This is an optimization exercise on Yosys and OpenROAD, whose aim is small area, a short achievable clock period and few clock cycles, not a production implementation.
Only simulation tests tie the RTL to the original design; equivalence was not proved.
Power is estimated from default activity; no workload was simulated.

`flow/run.sh`:
```
#!/bin/bash
# synth_recipe.tcl (not shown) runs the flow's synth.tcl, then flattens the netlist and writes it again
# the make line also repeats each setting of config.mk as NAME=value (left out here)
make -C /OpenROAD-flow-scripts/flow DESIGN_CONFIG=/design/flow/config.mk WORK_HOME=/design/flow/orfs CLKGATE_MAP_FILE= SYNTH_SCRIPT=/design/flow/synth_recipe.tcl finish
```
`flow/config.mk`:
```
export PLATFORM = sky130hd
export DESIGN_NAME = sauria_subsystem
export DESIGN_NICKNAME = sauria_subsystem
export VERILOG_FILES = /design/flow/design.v
export SDC_FILE = /design/flow/constraint.sdc
export NUM_CORES = 4
export LEC_CHECK = 0
export CAP_MARGIN = 20
export CORE_MARGIN = 2
export CORE_UTILIZATION = 40
export SLEW_MARGIN = 20
```
`flow/constraint.sdc`:
```
create_clock -name core_clock -period 6.0 [get_ports {i_system_clk}]
set_input_delay 1.2000 -clock core_clock [delete_from_list [all_inputs] [get_ports {i_system_clk}]]
set_output_delay 1.2000 -clock core_clock [all_outputs]
set_load 0.01 [all_outputs]
```
`flow/design.v`:
```
package sauria_addr_pkg;
    localparam logic [3:0] REGION_CTRL = 4'h0;
    localparam logic [3:0] REGION_DMA  = 4'h1;
    localparam logic [3:0] REGION_CORE = 4'h2;
    localparam logic [3:0] CTRL_START   = 4'd0;
    localparam logic [3:0] CTRL_STATUS  = 4'd1;
    localparam logic [3:0] CTRL_INTR_EN = 4'd2;
    localparam logic [3:0] CTRL_CLEAR   = 4'd3;
    localparam logic [3:0] DMA_SRC      = 4'd0;
    localparam logic [3:0] DMA_LEN      = 4'd1;
    localparam logic [3:0] CORE_LEN     = 4'd0;
    localparam logic [3:0] CORE_RESULT  = 4'd1;
    localparam int ADDR_REGION_LSB = 12;
    localparam int ADDR_MEM_SEL    = 6;
endpackage
module cfg_decoder (
    input  logic                          i_system_clk,
    input  logic                          i_rst_n,
    input  logic                          i_cfg_wr,
    input  logic                          i_cfg_rd,
    input  logic [16-1:0] i_cfg_addr,
    input  logic [32-1:0]     i_cfg_wdata,
    output logic [32-1:0]     o_cfg_rdata,
    output logic                          o_cfg_rvalid,
    output logic [16-1:0] o_addr,
    output logic [32-1:0]     o_wdata,
    output logic                          o_ctrl_wr,
    output logic                          o_ctrl_rd,
    input  logic [32-1:0]     i_ctrl_rdata,
    output logic                          o_dma_wr,
    output logic                          o_dma_rd,
    input  logic [32-1:0]     i_dma_rdata,
    output logic                          o_core_wr,
    output logic                          o_core_rd,
    input  logic [32-1:0]     i_core_rdata
);
    logic                          wr_q;
    logic                          rd_q;
    logic [16-1:0] addr_q;
    logic [32-1:0]     wdata_q;
    logic [3:0]                    rsel_q;
    logic [3:0]                    region;
    assign region = addr_q[sauria_addr_pkg::ADDR_REGION_LSB +: 4];
    always_ff @(posedge i_system_clk or negedge i_rst_n) begin
        if (!i_rst_n) begin
            wr_q         <= 1'b0;
            rd_q         <= 1'b0;
            o_cfg_rvalid <= 1'b0;
            rsel_q       <= sauria_addr_pkg::REGION_CTRL;
        end else begin
            wr_q         <= i_cfg_wr;
            rd_q         <= i_cfg_rd;
            o_cfg_rvalid <= rd_q;
            if (rd_q) begin
                rsel_q <= region;
            end
        end
    end
    always_ff @(posedge i_system_clk) begin
        addr_q  <= i_cfg_addr;
        wdata_q <= i_cfg_wdata;
    end
    assign o_ctrl_wr = wr_q && (region == sauria_addr_pkg::REGION_CTRL);
    assign o_ctrl_rd = rd_q && (region == sauria_addr_pkg::REGION_CTRL);
    assign o_dma_wr  = wr_q && (region == sauria_addr_pkg::REGION_DMA);
    assign o_dma_rd  = rd_q && (region == sauria_addr_pkg::REGION_DMA);
    assign o_core_wr = wr_q && (region == sauria_addr_pkg::REGION_CORE);
    assign o_core_rd = rd_q && (region == sauria_addr_pkg::REGION_CORE);
    assign o_addr    = addr_q;
    assign o_wdata   = wdata_q;
    always_comb begin
        case (rsel_q)
            sauria_addr_pkg::REGION_CTRL: o_cfg_rdata = i_ctrl_rdata;
            sauria_addr_pkg::REGION_DMA:  o_cfg_rdata = i_dma_rdata;
            sauria_addr_pkg::REGION_CORE: o_cfg_rdata = i_core_rdata;
            default:     o_cfg_rdata = '0;
        endcase
    end
endmodule
module df_controller (
    input  logic                          i_system_clk,
    input  logic                          i_rst_n,
    input  logic                          i_cfg_wr,
    input  logic                          i_cfg_rd,
    input  logic [16-1:0] i_cfg_addr,
    input  logic [32-1:0]     i_cfg_wdata,
    output logic [32-1:0]     o_cfg_rdata,
    input  logic                          i_dma_done,
    input  logic                          i_core_done,
    output logic                          o_dma_start,
    output logic                          o_core_start,
    output logic                          o_intr
);
    localparam logic [1:0] ST_IDLE = 2'd0;
    localparam logic [1:0] ST_DMA  = 2'd1;
    localparam logic [1:0] ST_CORE = 2'd2;
    logic [1:0]                state_q;
    logic                      done_q;
    logic                      intr_en_q;
    logic                      busy;
    logic                      start_wr;
    logic [3:0]                reg_idx;
    logic [32-1:0] rdata_q;
    assign reg_idx  = i_cfg_addr[3:0];
    assign busy     = (state_q != ST_IDLE);
    assign start_wr = i_cfg_wr && (reg_idx == sauria_addr_pkg::CTRL_START) && i_cfg_wdata[0];
    always_ff @(posedge i_system_clk or negedge i_rst_n) begin
        if (!i_rst_n) begin
            state_q      <= ST_IDLE;
            done_q       <= 1'b0;
            intr_en_q    <= 1'b0;
            o_dma_start  <= 1'b0;
            o_core_start <= 1'b0;
            o_intr       <= 1'b0;
        end else begin
            o_dma_start  <= 1'b0;
            o_core_start <= 1'b0;
            o_intr       <= 1'b0;
            if (i_cfg_wr && (reg_idx == sauria_addr_pkg::CTRL_INTR_EN)) begin
                intr_en_q <= i_cfg_wdata[0];
            end
            if (i_cfg_wr && (reg_idx == sauria_addr_pkg::CTRL_CLEAR)) begin
                done_q <= 1'b0;
            end
            case (state_q)
                ST_IDLE: begin
                    if (start_wr) begin
                        state_q     <= ST_DMA;
                        o_dma_start <= 1'b1;
                        done_q      <= 1'b0;
                    end
                end
                ST_DMA: begin
                    if (i_dma_done) begin
                        state_q      <= ST_CORE;
                        o_core_start <= 1'b1;
                    end
                end
                ST_CORE: begin
                    if (i_core_done) begin
                        state_q <= ST_IDLE;
                        done_q  <= 1'b1;
                        o_intr  <= intr_en_q;
                    end
                end
                default: state_q <= ST_IDLE;
            endcase
        end
    end
    always_ff @(posedge i_system_clk) begin
        if (i_cfg_rd) begin
            case (reg_idx)
                sauria_addr_pkg::CTRL_STATUS:  rdata_q <= {{(32-2){1'b0}}, done_q, busy};
                sauria_addr_pkg::CTRL_INTR_EN: rdata_q <= {{(32-1){1'b0}}, intr_en_q};
                default:      rdata_q <= '0;
            endcase
        end
    end
    assign o_cfg_rdata = rdata_q;
endmodule
module dma_engine (
    input  logic                          i_system_clk,
    input  logic                          i_rst_n,
    input  logic                          i_cfg_wr,
    input  logic                          i_cfg_rd,
    input  logic [16-1:0] i_cfg_addr,
    input  logic [32-1:0]     i_cfg_wdata,
    output logic [32-1:0]     o_cfg_rdata,
    output logic                          o_mem_req,
    output logic                          o_mem_we,
    output logic [6-1:0]  o_mem_idx,
    output logic [32-1:0]     o_mem_wdata,
    input  logic                          i_mem_gnt,
    input  logic                          i_dma_start,
    output logic                          o_ext_rd,
    output logic [16-1:0] o_ext_addr,
    input  logic [32-1:0]     i_ext_rdata,
    output logic                          o_dma_done
);
    localparam logic [1:0] ST_IDLE  = 2'd0;
    localparam logic [1:0] ST_READ  = 2'd1;
    localparam logic [1:0] ST_WRITE = 2'd2;
    logic [1:0]                    state_q;
    logic [16-1:0] src_q;
    logic [7-1:0]      len_q;
    logic [7-1:0]      cnt_q;
    logic                          ext_vld_q;
    logic [32-1:0]     data_q;
    logic [32-1:0]     rdata_q;
    logic [3:0]                    reg_idx;
    assign reg_idx = i_cfg_addr[3:0];
    always_ff @(posedge i_system_clk or negedge i_rst_n) begin
        if (!i_rst_n) begin
            state_q    <= ST_IDLE;
            src_q      <= '0;
            len_q      <= '0;
            cnt_q      <= '0;
            ext_vld_q  <= 1'b0;
            o_dma_done <= 1'b0;
        end else begin
            o_dma_done <= 1'b0;
            ext_vld_q  <= o_ext_rd;
            if (i_cfg_wr && (reg_idx == sauria_addr_pkg::DMA_SRC)) begin
                src_q <= i_cfg_wdata[16-1:0];
            end
            if (i_cfg_wr && (reg_idx == sauria_addr_pkg::DMA_LEN)) begin
                len_q <= i_cfg_wdata[7-1:0];
            end
            case (state_q)
                ST_IDLE: begin
                    if (i_dma_start) begin
                        cnt_q      <= '0;
                        state_q    <= (len_q == '0) ? ST_IDLE : ST_READ;
                        o_dma_done <= (len_q == '0);
                    end
                end
                ST_READ: state_q <= ST_WRITE;
                ST_WRITE: begin
                    if (i_mem_gnt) begin
                        cnt_q      <= cnt_q + 1'b1;
                        state_q    <= (cnt_q == len_q - 1'b1) ? ST_IDLE : ST_READ;
                        o_dma_done <= (cnt_q == len_q - 1'b1);
                    end
                end
                default: state_q <= ST_IDLE;
            endcase
        end
    end
    always_ff @(posedge i_system_clk) begin
        if (ext_vld_q) begin
            data_q <= i_ext_rdata;
        end
        if (i_cfg_rd) begin
            case (reg_idx)
                sauria_addr_pkg::DMA_SRC: rdata_q <= {{(32-16){1'b0}}, src_q};
                sauria_addr_pkg::DMA_LEN: rdata_q <= {{(32-7){1'b0}}, len_q};
                default: rdata_q <= '0;
            endcase
        end
    end
    assign o_ext_rd    = (state_q == ST_READ);
    assign o_ext_addr  = src_q + {{(16-7){1'b0}}, cnt_q};
    assign o_mem_req   = (state_q == ST_WRITE);
    assign o_mem_we    = 1'b1;
    assign o_mem_idx   = cnt_q[6-1:0];
    assign o_mem_wdata = ext_vld_q ? i_ext_rdata : data_q;
    assign o_cfg_rdata = rdata_q;
endmodule
module mem_arbiter (
    input  logic                         i_system_clk,
    input  logic                         i_rst_n,
    input  logic                         i_dma_req,
    input  logic                         i_dma_we,
    input  logic [6-1:0] i_dma_idx,
    input  logic [32-1:0]    i_dma_wdata,
    output logic                         o_dma_gnt,
    input  logic                         i_dbg_wr,
    input  logic                         i_dbg_rd,
    input  logic [6-1:0] i_dbg_idx,
    input  logic [32-1:0]    i_dbg_wdata,
    output logic [32-1:0]    o_dbg_rdata,
    input  logic [6-1:0] i_core_rd_idx,
    output logic [32-1:0]    o_core_rd_data
);
    logic [32-1:0]    mem_q [64];
    logic                         dbg_act;
    logic                         port_we;
    logic [6-1:0] port_idx;
    logic [32-1:0]    port_wdata;
    logic [32-1:0]    port_rdata_q;
    assign dbg_act    = i_dbg_wr || i_dbg_rd;
    assign o_dma_gnt  = i_dma_req && !dbg_act;
    assign port_we    = dbg_act ? i_dbg_wr : (o_dma_gnt && i_dma_we);
    assign port_idx   = dbg_act ? i_dbg_idx : i_dma_idx;
    assign port_wdata = dbg_act ? i_dbg_wdata : i_dma_wdata;
    always_ff @(posedge i_system_clk) begin
        if (port_we) begin
            mem_q[port_idx] <= port_wdata;
        end
        port_rdata_q   <= mem_q[port_idx];
        o_core_rd_data <= mem_q[i_core_rd_idx];
    end
    assign o_dbg_rdata = port_rdata_q;
endmodule
module sauria_core (
    input  logic                          i_system_clk,
    input  logic                          i_rst_n,
    input  logic                          i_cfg_wr,
    input  logic                          i_cfg_rd,
    input  logic [16-1:0] i_cfg_addr,
    input  logic [32-1:0]     i_cfg_wdata,
    output logic [32-1:0]     o_cfg_rdata,
    output logic                          o_dbg_wr,
    output logic                          o_dbg_rd,
    output logic [6-1:0]  o_dbg_idx,
    output logic [32-1:0]     o_dbg_wdata,
    input  logic [32-1:0]     i_dbg_rdata,
    input  logic                          i_core_start,
    output logic [6-1:0]  o_core_rd_idx,
    input  logic [32-1:0]     i_core_rd_data,
    output logic                          o_core_done
);
    logic                      mem_sel;
    logic                      mem_rd_q;
    logic [3:0]                reg_idx;
    logic [7-1:0]  len_q;
    logic [7-1:0]  idx_q;
    logic                      run_q;
    logic                      vld_q;
    logic                      last_q;
    logic [32-1:0] result_q;
    logic [32-1:0] reg_rdata_q;
    assign mem_sel     = i_cfg_addr[sauria_addr_pkg::ADDR_MEM_SEL];
    assign reg_idx     = i_cfg_addr[3:0];
    assign o_dbg_wr    = i_cfg_wr && mem_sel;
    assign o_dbg_rd    = i_cfg_rd && mem_sel;
    assign o_dbg_idx   = i_cfg_addr[6-1:0];
    assign o_dbg_wdata = i_cfg_wdata;
    assign o_cfg_rdata = mem_rd_q ? i_dbg_rdata : reg_rdata_q;
    always_ff @(posedge i_system_clk or negedge i_rst_n) begin
        if (!i_rst_n) begin
            mem_rd_q    <= 1'b0;
            len_q       <= '0;
            idx_q       <= '0;
            run_q       <= 1'b0;
            vld_q       <= 1'b0;
            last_q      <= 1'b0;
            result_q    <= '0;
            o_core_done <= 1'b0;
        end else begin
            if (i_cfg_rd) begin
                mem_rd_q <= mem_sel;
            end
            if (i_cfg_wr && !mem_sel && (reg_idx == sauria_addr_pkg::CORE_LEN)) begin
                len_q <= i_cfg_wdata[7-1:0];
            end
            vld_q  <= run_q;
            last_q <= run_q && (idx_q == len_q - 1'b1);
            if (i_core_start && !run_q) begin
                idx_q    <= '0;
                run_q    <= (len_q != '0);
                result_q <= '0;
            end else if (run_q) begin
                idx_q <= idx_q + 1'b1;
                run_q <= (idx_q != len_q - 1'b1);
            end
            if (vld_q) begin
                result_q <= result_q + i_core_rd_data;
            end
            o_core_done <= (vld_q && last_q) || (i_core_start && !run_q && (len_q == '0));
        end
    end
    always_ff @(posedge i_system_clk) begin
        if (i_cfg_rd && !mem_sel) begin
            case (reg_idx)
                sauria_addr_pkg::CORE_LEN:    reg_rdata_q <= {{(32-7){1'b0}}, len_q};
                sauria_addr_pkg::CORE_RESULT: reg_rdata_q <= result_q;
                default:     reg_rdata_q <= '0;
            endcase
        end
    end
    assign o_core_rd_idx = idx_q[6-1:0];
endmodule
module sauria_subsystem (
    input  logic                          i_system_clk,
    input  logic                          i_rst_n,
    input  logic                          i_cfg_wr,
    input  logic                          i_cfg_rd,
    input  logic [16-1:0] i_cfg_addr,
    input  logic [32-1:0]     i_cfg_wdata,
    output logic [32-1:0]     o_cfg_rdata,
    output logic                          o_cfg_rvalid,
    output logic                          o_ext_rd,
    output logic [16-1:0] o_ext_addr,
    input  logic [32-1:0]     i_ext_rdata,
    output logic                          o_intr,
    output logic                          o_dma_intr,
    output logic                          o_core_intr
);
    logic                          dma_start;
    logic                          core_start;
    logic [6-1:0]  core_rd_idx;
    logic [32-1:0]     core_rd_data;
    logic                          ctrl_wr, ctrl_rd, dma_wr, dma_rd, core_wr, core_rd;
    logic [16-1:0] cfg_addr;
    logic [32-1:0]     cfg_wdata;
    logic [32-1:0]     ctrl_rdata, dma_rdata, core_rdata;
    logic                          dbg_wr, dbg_rd;
    logic [6-1:0]  dbg_idx;
    logic [32-1:0]     dbg_wdata;
    logic [32-1:0]     dbg_rdata;
    logic                          dma_mem_req, dma_mem_we, dma_mem_gnt;
    logic [6-1:0]  dma_mem_idx;
    logic [32-1:0]     dma_mem_wdata;
    cfg_decoder cfg_decoder_i (
        .i_system_clk (i_system_clk),
        .i_rst_n      (i_rst_n),
        .i_cfg_wr     (i_cfg_wr),
        .i_cfg_rd     (i_cfg_rd),
        .i_cfg_addr   (i_cfg_addr),
        .i_cfg_wdata  (i_cfg_wdata),
        .o_cfg_rdata  (o_cfg_rdata),
        .o_cfg_rvalid (o_cfg_rvalid),
        .o_addr       (cfg_addr),
        .o_wdata      (cfg_wdata),
        .o_ctrl_wr    (ctrl_wr),
        .o_ctrl_rd    (ctrl_rd),
        .i_ctrl_rdata (ctrl_rdata),
        .o_dma_wr     (dma_wr),
        .o_dma_rd     (dma_rd),
        .i_dma_rdata  (dma_rdata),
        .o_core_wr    (core_wr),
        .o_core_rd    (core_rd),
        .i_core_rdata (core_rdata)
    );
    df_controller df_controller_i (
        .i_system_clk (i_system_clk),
        .i_rst_n      (i_rst_n),
        .i_cfg_wr     (ctrl_wr),
        .i_cfg_rd     (ctrl_rd),
        .i_cfg_addr   (cfg_addr),
        .i_cfg_wdata  (cfg_wdata),
        .o_cfg_rdata  (ctrl_rdata),
        .i_dma_done   (o_dma_intr),
        .i_core_done  (o_core_intr),
        .o_dma_start  (dma_start),
        .o_core_start (core_start),
        .o_intr       (o_intr)
    );
    dma_engine dma_engine_i (
        .i_system_clk (i_system_clk),
        .i_rst_n      (i_rst_n),
        .i_cfg_wr     (dma_wr),
        .i_cfg_rd     (dma_rd),
        .i_cfg_addr   (cfg_addr),
        .i_cfg_wdata  (cfg_wdata),
        .o_cfg_rdata  (dma_rdata),
        .o_mem_req    (dma_mem_req),
        .o_mem_we     (dma_mem_we),
        .o_mem_idx    (dma_mem_idx),
        .o_mem_wdata  (dma_mem_wdata),
        .i_mem_gnt    (dma_mem_gnt),
        .i_dma_start  (dma_start),
        .o_ext_rd     (o_ext_rd),
        .o_ext_addr   (o_ext_addr),
        .i_ext_rdata  (i_ext_rdata),
        .o_dma_done   (o_dma_intr)
    );
    sauria_core sauria_core_i (
        .i_system_clk   (i_system_clk),
        .i_rst_n        (i_rst_n),
        .i_cfg_wr       (core_wr),
        .i_cfg_rd       (core_rd),
        .i_cfg_addr     (cfg_addr),
        .i_cfg_wdata    (cfg_wdata),
        .o_cfg_rdata    (core_rdata),
        .o_dbg_wr       (dbg_wr),
        .o_dbg_rd       (dbg_rd),
        .o_dbg_idx      (dbg_idx),
        .o_dbg_wdata    (dbg_wdata),
        .i_dbg_rdata    (dbg_rdata),
        .i_core_start   (core_start),
        .o_core_rd_idx  (core_rd_idx),
        .i_core_rd_data (core_rd_data),
        .o_core_done    (o_core_intr)
    );
    mem_arbiter mem_arbiter_i (
        .i_system_clk   (i_system_clk),
        .i_rst_n        (i_rst_n),
        .i_dma_req      (dma_mem_req),
        .i_dma_we       (dma_mem_we),
        .i_dma_idx      (dma_mem_idx),
        .i_dma_wdata    (dma_mem_wdata),
        .o_dma_gnt      (dma_mem_gnt),
        .i_dbg_wr       (dbg_wr),
        .i_dbg_rd       (dbg_rd),
        .i_dbg_idx      (dbg_idx),
        .i_dbg_wdata    (dbg_wdata),
        .o_dbg_rdata    (dbg_rdata),
        .i_core_rd_idx  (core_rd_idx),
        .o_core_rd_data (core_rd_data)
    );
endmodule
```
==> flow_metrics.py <==
metrics = {
    "outcome": {
        "status": "timing/DRC/antenna clean",
    },
    "placed_design": {
        "routabilityCongestion": 0.859,
        "placed_cells": 9266,
        "portBuffers": 131,
        "hpwl_mm": 201,
    },
    "sta": {
        "setup_viol": 0,
        "rsz0062_at_grt": "no",
        "fin_hold_ws_ns": 0.327,
        "finalCritPeriodShare_pct": 87.0,
        "fin_crit_ns": 5.22,
        "max_freq_ghz": 0.192,
        "skew_ns": 0.0492,
        "slew_headroom_pct": 25.0,
        "tightest_slew_ns": 1.13,
        "hold_viol": 0,
        "slew_violations": 0,
        "tns_ns": 0,
    },
    "synth": {
        "synth_most_common_cell": "edfxtp_1",
        "netlist_area_sq_um": 103000,
        "synth-xor-area-share_pct": 0.509,
        "yosysUniqueCellTypes": 65,
        "syn_avg_cell_area_sq_um": 17.2,
        "synth_top_family_by_area": "multiplexers",
        "yosys.area.top_type": "edfxtp_1",
        "synth_edf_count": 2098,
        "postSynthCellCount": 5992,
        "async_flop_share_pct": 4.24,
        "synth_top_cell_area_share_pct": 61.0,
        "muxShareOfSynthArea_pct": 18.7,
        "synth_ff_type": "edfxtp_1",
        "ys_seq_area_share_pct": 66.1,
        "yosys.area_share.simple_pct": 2.84,
        "synthAdderAreaFrac_pct": 0.548,
        "synth-seq-cells": 2336,
        "yosys_warnings": 5,
        "synth_compound_area_share_pct": 9.34,
        "synth_nets": 6120,
        "synthTopCellsByCount": "2,098 x edfxtp_1, 672 x mux4_2, 658 x a22oi_1, 337 x nand2_1, 299 x mux2i_1",
        "synth.area.top_cells": "edfxtp_1 61%, mux4_2 15%, a22oi_1 4.8%, mux2i_1 2.9%, dfxtp_1 2.7%",
    },
    "clock_tree": {
        "tritoncts": "built",
        "clock_sinks": 2336,
        "cts-root-buf": "clkbuf_16",
        "cts_buffers": 230,
        "cts_hold_buf": 0,
        "postCtsSetupRepairBufs": 0,
        "clk_latency_ns": 0.90,
        "cts_resized": 0,
        "cts_buffer_depth": 3,
        "cts_max_level": 4,
        "clk_pin_slew_worst_paths_ns": 0.06,
    },
    "die": {
        "core_area_sq_um": 257000,
        "fp.dieW_um": 512,
        "dieArea_sq_um": 262000,
        "pin_count": 137,
        "die_h_um": 512,
        "start_util_pct": 40.2,
        "rows": 186,
    },
    "drt": {
        "drtIter0Drc": 10000,
        "wl_per_cell_um": 35.9,
        "final_antenna_net_count": 0,
        "drc_errors": 0,
        "vias": 64200,
        "viasPerCell": 6.62,
        "drt_first_pass_iters": 7,
        "wirelength_mm": 349,
    },
    "critical_path": {
        "crit_slowest_cell": "dfrtp_1",
        "r2r_cells": 7,
        "startpoint_type": "register",
        "worstSetupPathType": "reg2out",
        "cp_num_buf_inv": 3,
        "cp_top_family": "compound AO/OA/AOI/OAI gates",
        "reg2reg_to": "mem_arbiter_i.mem_q[57][11]",
        "path_depth": 13,
        "crit_arrival_ns": 4.02,
        "required_ns": 4.80,
        "crit_top_cell": "a21oi_1",
        "critical_path.max_stage_delay_ns": 0.65,
        "crit_chain": "ha_1, inv_1, fa_1, inv_1, a21oi_1, o21bai_1, a21oi_1, o21bai_1, a21oi_1, nor2_1, nand2_1, xnor2_1, clkdlybuf4s50_1",
        "ff2ff_setup_slack_ns": 1.52,
        "cp-end-kind": "primary output",
        "r2r-start": "cfg_decoder_i.addr_q[12]",
        "cp_max_fo": 11,
        "worstSetupStartpoint": "dma_engine_i.cnt_q[0]",
    },
    "power_and_ir_drop": {
        "peakVddDrop_uv": 235,
        "finalPower_uw": 33700,
        "p_per_area_nw_per_um2": 286,
        "leakage_uw": 0.0378,
    },
    "cells_and_area": {
        "n_fill_cell": 21700,
        "seq_area_sq_um": 68300,
        "syn2layout_area_growth_pct": 14.1,
        "final_core_util_pct": 45.9,
        "drive_above_1_share_pct": 22.8,
        "multi_input_area_sq_um": 33700,
        "nets": 6242,
        "stdcell_count": 9702,
    },
    "grt": {
        "track_usage_pct": 26.0,
        "grt_start_max_net_pins": 93,
        "grt_pass1_vias": 63600,
        "grt_pass1_wl_mm": 487,
        "overflow": 0,
        "antenna_found_initial": 19,
    },
    "worst_hold_path": {
        "hold_path.class": "in2async",
    },
    "run": {
        "maxCapViolCount": 0,
    },
}
-- flip-flops by register name, indices dropped and copies added, names as in the netlist, 16 cells and up --
register,flops
mem_arbiter_i.mem_q,2048
cfg_decoder_i.wdata_q,32
sauria_core_i.result_q,32
dma_engine_i.rdata_q,16
dma_engine_i.data_q,32
mem_arbiter_i.port_rdata_q,32
dma_engine_i.src_q,16
mem_arbiter_i.o_core_rd_data,32
sauria_core_i.reg_rdata_q,32
-- kinds of logic (layout without fill, tap and decap cells) --
family | Yosys count | count (layout)
xor gates and xnor gates | 60 | 60
buffers and inverters | 477 | 798
adders and majority gates | 44 | 44
and+or+nand+nor | 654 | 654
DFF | 2336 | 2336
other | 0 | 5
muxes | 1074 | 1074
AOI/OAI and AO/OA | 1347 | 1347
-- stage by stage --
step           cell area, sq um  setup slack [ns]
2_1_floorplan            103000              2.05
6_report                 118000             0.779
3_5_place_dp             110000              1.68
4_1_cts                  118000             0.721
3_3_place_gp             110000              1.55
5_1_grt                  118000             0.481
-- where the power goes --
| group | total, uW | leakage (uW) | internal (uW) | switching [uW] |
|---|---|---|---|---|
| clock network | 14600 | 0.00374 | 8290 | 6310 |
| registers | 18000 | 0.0210 | 17900 | 109 |
| logic | 1160 | 0.0131 | 384 | 776 |
-- placed cells by master, fill, tap and decap left out, types with 91 or more instances in the layout --
cell type	Yosys	routed
a221oi_1	234	234
a22oi_1	658	658
buf_4	0	134
clkbuf_16	0	233
clkdlybuf4s50_1	0	130
dfrtp_1	99	91
dfxtp_1	139	139
edfxtp_1	2098	2098
mux2i_1	299	294
mux4_2	672	672
nand2_1	337	337
o21ai_0	274	274
-- metal layers --
| layer | up-vias | GRT usage (%) | wire length, um | part of all wire (%) |
|---|---|---|---|---|
| met3 | 823 | 7.55 | 42700 | 12 |
| met5 | - | 0 | 85 | 0.024 |
| met2 | 4294 | 39.3 | 156000 | 45 |
| li1 | 25400 | - | - | - |
| met4 | 12 | 10.1 | 14500 | 4.2 |
| met1 | 33600 | 35.6 | 135000 | 39 |
-- layout make-up --
| type | count | share of cell area [%] |
|---|---|---|
| Antenna cell | 5 | 0.0106 |
| Clock buffer | 306 | 5.40 |
| Clock inverter | 125 | 1.05 |
| Inverter | 25 | 0.0797 |
| Multi-Input combinational cell | 3179 | 28.6 |
| Sequential cell | 2336 | 58.0 |
| Tap cell | 3384 | 3.59 |
| Timing Repair Buffer | 342 | 3.28 |
-- worst max path at each step --
stage,slack (ns),to
CTS,0.72,o_ext_addr[14]
global route,0.48,o_ext_addr[14]
detailed placement,1.68,o_ext_addr[14]
global placement,1.55,o_ext_addr[10]
finish,0.78,o_ext_addr[14]
floorplan,2.05,mem_arbiter_i.mem_q[14][0]
Testbench counts, summed over its fixed seeds: cycles 27,683.

## port drivers added, routing unchanged
In the flow no input, the clock included, has a driving cell. The finished layout below was timed again as built, in two steps. Step 1 assumes that a clkbuf_16 drives the clock port and a buf_2 every other input. Step 2 adds t to the input delays and takes it off the output delays; t is the mean of the earliest and latest rising clock arrival at the registers after step 1. Input paths then give back, and output paths get back, about the clock's delay inside the block. Three values: ideal ports, drivers, drivers and shift; two values: the first two.
t, ns: 0.982
setup WS [ns]: 0.779 / 0.678 / 1.519
cell pins on the clock port's net: 1
After both steps this run still meets setup and hold. For this run, drivers alone change the setup slack by -0.101 ns; drivers and shift together by +0.740 ns.
